This design comes from an exercise in tuning for small area, a short achievable clock period and few clock cycles on the open sky130 flow, not from production work.
Only simulation tests tie the RTL to the original design; equivalence was not proved.
Power is estimated from default activity; no workload was simulated.

==> flow/design.v <==
module ram_stream_buffer #(
  parameter int DATA_WIDTH = 128,
  parameter int ADDR_WIDTH = 8,
  parameter int ENT_NUM    = 16,
  parameter int CNT_WIDTH  = 5,
  parameter int BYTE_W     = 4
) (
  input  logic                    clk,
  input  logic                    rst_n,
  input  logic                    ctrl_vld,
  output logic                    ctrl_rdy,
  input  logic [ADDR_WIDTH-1:0]   ctrl_start_addr,
  input  logic [CNT_WIDTH-1:0]    ctrl_ent_num,
  input  logic                    ctrl_dir,
  input  logic [BYTE_W-1:0]       ctrl_start_byte,
  input  logic [BYTE_W-1:0]       ctrl_end_byte,
  output logic                    ram_read_vld,
  output logic [ADDR_WIDTH-1:0]   ram_read_addr,
  input  logic                    ram_read_rdy,
  input  logic                    ram_rsp_vld,
  input  logic [DATA_WIDTH-1:0]   ram_rsp_data,
  output logic                    mxu_vld,
  output logic [DATA_WIDTH-1:0]   mxu_data,
  output logic [DATA_WIDTH/8-1:0] mxu_byte_en,
  output logic                    mxu_last,
  input  logic                    mxu_rdy,
  output logic                    busy,
  output logic                    done
);
  localparam int NBYTES = DATA_WIDTH / 8;
  localparam int ARR_N  = ENT_NUM - 1;      
  localparam int PW     = $clog2(ENT_NUM + 1);
  logic                  act_v;
  logic [ADDR_WIDTH-1:0] act_addr;      
  logic                  act_dir;
  logic [CNT_WIDTH-1:0]  act_rem;       
  logic                  act_last;      
  logic                  slot_v;
  logic [ADDR_WIDTH-1:0] slot_addr;
  logic                  slot_dir;
  logic [CNT_WIDTH-1:0]  slot_num;
  logic                  rvld_q;
  logic [PW-1:0]         pend_q;        
  logic [PW-1:0]         outst_q;       
  logic                  outst_nz_q;
  logic                  fv;
  logic [BYTE_W-1:0]     f_sb, f_eb;
  logic [CNT_WIDTH-1:0]  f_left;        
  logic                  f_first, f_last;
  logic [BYTE_W-1:0]     q_sb  [2];
  logic [BYTE_W-1:0]     q_eb  [2];
  logic [CNT_WIDTH-1:0]  q_nm1 [2];
  logic                  q_wp, q_rp;
  logic                  q_ge1, q_ge2;  
  logic [DATA_WIDTH-1:0] arr [ARR_N];
  logic [ARR_N-1:0]      wptr_q, rptr_q;   
  logic [ARR_N-1:0]      wsel_q;           
  logic                  arr_ne_q;         
  logic                  arr_one;          
  logic                  head_v;
  logic [DATA_WIDTH-1:0] head_data;
  logic [NBYTES-1:0]     head_be;
  logic                  head_last;
  logic                  zpend_q;       
  logic                  done_q;
  logic                  ctrl_rdy_q, busy_q;
  logic accept, acc_zero, acc_real;
  assign accept   = ctrl_vld & ctrl_rdy_q;
  assign acc_zero = accept & (ctrl_ent_num == '0);
  assign acc_real = accept & (ctrl_ent_num != '0);
  logic fire, act_fin, act_free, act_load_slot, act_load_ctrl, act_v_d, slot_v_d;
  logic [PW-1:0] pend_d, outst_d;
  logic pop, push, hload;
  assign fire          = rvld_q & ram_read_rdy;
  assign act_fin       = fire & act_last;
  assign act_free      = ~act_v | act_fin;
  assign act_load_slot = act_free & slot_v;
  assign act_load_ctrl = act_free & acc_real;
  assign act_v_d       = act_load_slot | act_load_ctrl | (act_v & ~act_fin);
  assign slot_v_d      = (slot_v | acc_real) & ~act_free;
  assign pop     = head_v & mxu_rdy;
  always_comb begin
    case ({fire, pop})
      2'b10:   pend_d = pend_q + PW'(1);
      2'b01:   pend_d = pend_q - PW'(1);
      default: pend_d = pend_q;
    endcase
    case ({fire, push})
      2'b10:   outst_d = outst_q + PW'(1);
      2'b01:   outst_d = outst_q - PW'(1);
      default: outst_d = outst_q;
    endcase
  end
  assign arr_one = |(wptr_q & {rptr_q[ARR_N-2:0], rptr_q[ARR_N-1]});
  logic pend_ok_d, outst_nz_d, arr_ne_d;
  always_comb begin
    case ({fire, pop})
      2'b10:   pend_ok_d = (pend_q != PW'(ENT_NUM - 1));
      2'b01:   pend_ok_d = 1'b1;
      default: pend_ok_d = (pend_q != PW'(ENT_NUM));
    endcase
    case ({fire, push})
      2'b10:   outst_nz_d = 1'b1;
      2'b01:   outst_nz_d = (outst_q != PW'(1));
      default: outst_nz_d = outst_nz_q;
    endcase
    case ({push, hload})
      2'b10:   arr_ne_d = 1'b1;
      2'b01:   arr_ne_d = ~arr_one;
      default: arr_ne_d = arr_ne_q;
    endcase
  end
  assign push   = ram_rsp_vld & outst_nz_q;
  assign hload  = arr_ne_q & (~head_v | mxu_rdy);
  logic fpop, f_free, f_from_q, f_from_ctrl, q_push, fv_d;
  assign fpop        = hload & f_last;
  assign f_free      = ~fv | fpop;
  assign f_from_q    = f_free & q_ge1;
  assign f_from_ctrl = f_free & ~q_ge1 & acc_real;
  assign q_push      = acc_real & ~f_from_ctrl;
  assign fv_d        = f_from_q | f_from_ctrl | (fv & ~fpop);
  logic q_ge1_d, q_ge2_d;
  assign q_ge1_d = q_ge2 | (q_ge1 & ~f_from_q) | q_push;
  assign q_ge2_d = (q_ge2 & ~f_from_q) | (q_ge1 & q_push & ~f_from_q);
  logic [NBYTES-1:0] f_be;
  for (genvar b = 0; b < NBYTES; b++) begin : g_be
    assign f_be[b] = (!f_first || (BYTE_W'(b) >= f_sb)) &&
                     (!f_last  || (BYTE_W'(b) <= f_eb));
  end
  logic [DATA_WIDTH-1:0] arr_rd;
  always_comb begin
    arr_rd = '0;
    for (int i = 0; i < ARR_N; i++)
      arr_rd = arr_rd | (arr[i] & {DATA_WIDTH{rptr_q[i]}});
  end
  logic idle, zdone, zpend_d, rdy_d;
  assign idle    = ~fv & ~head_v;
  assign zdone   = idle & (zpend_q | acc_zero);
  assign zpend_d = (zpend_q | acc_zero) & ~idle;
  assign rdy_d   = ~slot_v_d & ~q_ge2_d & ~zpend_d;
  assign ctrl_rdy      = ctrl_rdy_q;
  assign busy          = busy_q;
  assign ram_read_vld  = rvld_q;
  assign ram_read_addr = act_addr;
  assign mxu_vld       = head_v;
  assign mxu_data      = head_data;
  assign mxu_byte_en   = head_be;
  assign mxu_last      = head_last;
  assign done          = done_q;
  always_ff @(posedge clk or negedge rst_n) begin
    if (!rst_n) begin
      act_v      <= 1'b0;
      slot_v     <= 1'b0;
      rvld_q     <= 1'b0;
      pend_q     <= '0;
      outst_q    <= '0;
      outst_nz_q <= 1'b0;
      fv         <= 1'b0;
      q_wp       <= 1'b0;
      q_rp       <= 1'b0;
      q_ge1      <= 1'b0;
      q_ge2      <= 1'b0;
      wptr_q     <= ARR_N'(1);
      wsel_q     <= '0;
      rptr_q     <= ARR_N'(1);
      arr_ne_q   <= 1'b0;
      head_v     <= 1'b0;
      zpend_q    <= 1'b0;
      done_q     <= 1'b0;
      ctrl_rdy_q <= 1'b1;
      busy_q     <= 1'b0;
    end else begin
      act_v      <= act_v_d;
      slot_v     <= slot_v_d;
      pend_q     <= pend_d;
      rvld_q     <= act_v_d & pend_ok_d;
      outst_q    <= outst_d;
      outst_nz_q <= outst_nz_d;
      if (q_push)   q_wp <= ~q_wp;
      if (f_from_q) q_rp <= ~q_rp;
      q_ge1 <= q_ge1_d;
      q_ge2 <= q_ge2_d;
      fv    <= fv_d;
      if (push)  wptr_q <= {wptr_q[ARR_N-2:0], wptr_q[ARR_N-1]};
      wsel_q <= (push ? {wptr_q[ARR_N-2:0], wptr_q[ARR_N-1]} : wptr_q) & {ARR_N{outst_nz_d}};
      if (hload) rptr_q <= {rptr_q[ARR_N-2:0], rptr_q[ARR_N-1]};
      arr_ne_q <= arr_ne_d;
      head_v   <= hload | (head_v & ~mxu_rdy);
      zpend_q    <= zpend_d;
      done_q     <= (pop & head_last) | zdone;
      ctrl_rdy_q <= rdy_d;
      busy_q     <= ~rdy_d;
    end
  end
  always_ff @(posedge clk) begin
    if (act_load_slot) begin
      act_addr <= slot_addr;
      act_dir  <= slot_dir;
      act_rem  <= slot_num;
      act_last <= (slot_num == CNT_WIDTH'(1));
    end else if (act_load_ctrl) begin
      act_addr <= ctrl_start_addr;
      act_dir  <= ctrl_dir;
      act_rem  <= ctrl_ent_num;
      act_last <= (ctrl_ent_num == CNT_WIDTH'(1));
    end else if (fire) begin
      act_addr <= act_dir ? act_addr - ADDR_WIDTH'(1) : act_addr + ADDR_WIDTH'(1);
      act_rem  <= act_rem - CNT_WIDTH'(1);
      act_last <= (act_rem == CNT_WIDTH'(2));
    end
    if (acc_real & ~act_free) begin
      slot_addr <= ctrl_start_addr;
      slot_dir  <= ctrl_dir;
      slot_num  <= ctrl_ent_num;
    end
    if (f_from_q) begin
      f_sb    <= q_sb[q_rp];
      f_eb    <= q_eb[q_rp];
      f_left  <= q_nm1[q_rp];
      f_last  <= (q_nm1[q_rp] == '0);
      f_first <= 1'b1;
    end else if (f_from_ctrl) begin
      f_sb    <= ctrl_start_byte;
      f_eb    <= ctrl_end_byte;
      f_left  <= ctrl_ent_num - CNT_WIDTH'(1);
      f_last  <= (ctrl_ent_num == CNT_WIDTH'(1));
      f_first <= 1'b1;
    end else if (hload) begin
      f_left  <= f_left - CNT_WIDTH'(1);
      f_last  <= (f_left == CNT_WIDTH'(1));
      f_first <= 1'b0;
    end
    if (hload) begin
      head_be   <= f_be;
      head_last <= f_last;
    end
  end
  always_ff @(posedge clk) begin
    if (q_push) begin
      q_sb[q_wp]  <= ctrl_start_byte;
      q_eb[q_wp]  <= ctrl_end_byte;
      q_nm1[q_wp] <= ctrl_ent_num - CNT_WIDTH'(1);
    end
  end
  always_ff @(posedge clk) begin
    head_data <= (arr_rd & {DATA_WIDTH{hload}}) | (head_data & {DATA_WIDTH{~hload}});
  end
  for (genvar i = 0; i < ARR_N; i++) begin : g_arr
    always_ff @(posedge clk) begin
      if (ram_rsp_vld & wsel_q[i]) arr[i] <= ram_rsp_data;
    end
  end
endmodule
clock: 5.0 ns
lec_check: 0
abc_clock_period_in_ps: 2400
cap_margin: 20
core_margin: 2
core_utilization: 70
cts_cluster_diameter: 60
cts_cluster_size: 25
setup_slack_margin: 2.65
slew_margin: 20
standard.sh (not shown) runs the stock make flow with config.mk's settings and CLKGATE_MAP_FILE= SYNTH_SCRIPT=/design/flow/synth_recipe.tcl, a recipe that flattens the netlist after the stock synthesis.
==> flow/flow/run.sh <==
#!/bin/bash
# Layout flow: the standard ORFS flow (standard.sh, standard synthesis
# unchanged), with two resizer settings changed:
#   MATCH_CELL_FOOTPRINT=0  lets repair swap a cell for any equivalent cell,
#                           not only one of the same footprint;
#   BUFFER_PORTS_ARGS       makes the port buffers plain buffers (which the
#                           resizer can then size) instead of delay cells.
# The make output goes to flow_make.log in the folder the flow runs in; ORFS
# keeps each step's own log under orfs/logs/.
set -euo pipefail
cd "$(dirname "$0")/.."
bash standard.sh MATCH_CELL_FOOTPRINT=0 \
  "BUFFER_PORTS_ARGS=-buffer_cell sky130_fd_sc_hd__buf_2" \
  finish > flow_make.log 2>&1
The baseline ran to the end with no violations.
Testbench counts at the start, summed over its fixed seeds: cycles 6,083.
Edit:
==> flow/run.sh (new file) <==
#!/bin/bash
# synth_recipe.tcl (not shown) runs the flow's synth.tcl, then flattens the netlist and writes it again
# the make line also repeats each setting of config.mk as NAME=value (left out here)
make -C /OpenROAD-flow-scripts/flow DESIGN_CONFIG=/design/flow/config.mk WORK_HOME=/design/flow/orfs CLKGATE_MAP_FILE= SYNTH_SCRIPT=/design/flow/synth_recipe.tcl finish
ABC_AREA = 1   (was unset)
SETUP_SLACK_MARGIN = 2.6   (was 2.65)
removed: flow/flow/run.sh
removed: flow/standard.sh
=> Sequential power increases by 12%; cell area increases by 3.5%; total power increases by 32%; die area increases by 3.2%; sequential share of layout area decreases by 2.6 points.
Edit:
ABC_AREA = unset   (was 1)
CORE_UTILIZATION = 65   (was 70)
Result:
- cell area shrinks by about 1.7%
- worst setup slack gets better by 0.049 ns
- non-clock buffer count grows by 40
Edit:
CORE_UTILIZATION = 70   (was 65)
SETUP_SLACK_MARGIN = 2.65   (was 2.6)
Effect: Via count is higher by 2.8%. Cell area came out lower by 0.59%. Clock power drops by about 6%. Clock skew drops by 0.0061 ns. Combinational power barely changes. Power drops by 2.5%. Register-to-register slack gains 0.05 ns. Sequential power is about the same. Setup slack is worse by 0.033 ns. Core utilization increases by 5.6 points. Global-route usage rises by 3.0 points.

[afterwards: timing with drivers on the ports]
Ports are ideal in the flow. The routed layouts listed here were re-timed in OpenROAD.
Step 1 (the two cells are an assumption about what drives the block):
set clk [get_ports {clk}]
set_driving_cell -lib_cell sky130_fd_sc_hd__clkbuf_16 $clk
set_driving_cell -lib_cell sky130_fd_sc_hd__buf_2 [delete_from_list [all_inputs] $clk]
Step 2 also shifts input and output timing later by t, the mid clock arrival at the registers, as if the neighbouring blocks saw the same clock.
Three values: ideal ports, drivers, drivers and shift; two values: the first two.
run	t (ns)	slack for setup (ns)	worst data-port slew with drivers (ns)
the first run	0.829	2.413 / 2.418 / 1.617	0.14
the second run	0.834	2.517 / 2.443 / 1.901	0.15
the third run	0.831	2.566 / 2.506 / 1.838	0.17
the fourth run	0.836	2.532 / 2.456 / 1.911	0.17
After both steps setup and hold are still met in every run listed. For the first run, which loses most, drivers alone change the setup slack by +0.005 ns; drivers and shift together by -0.796 ns.
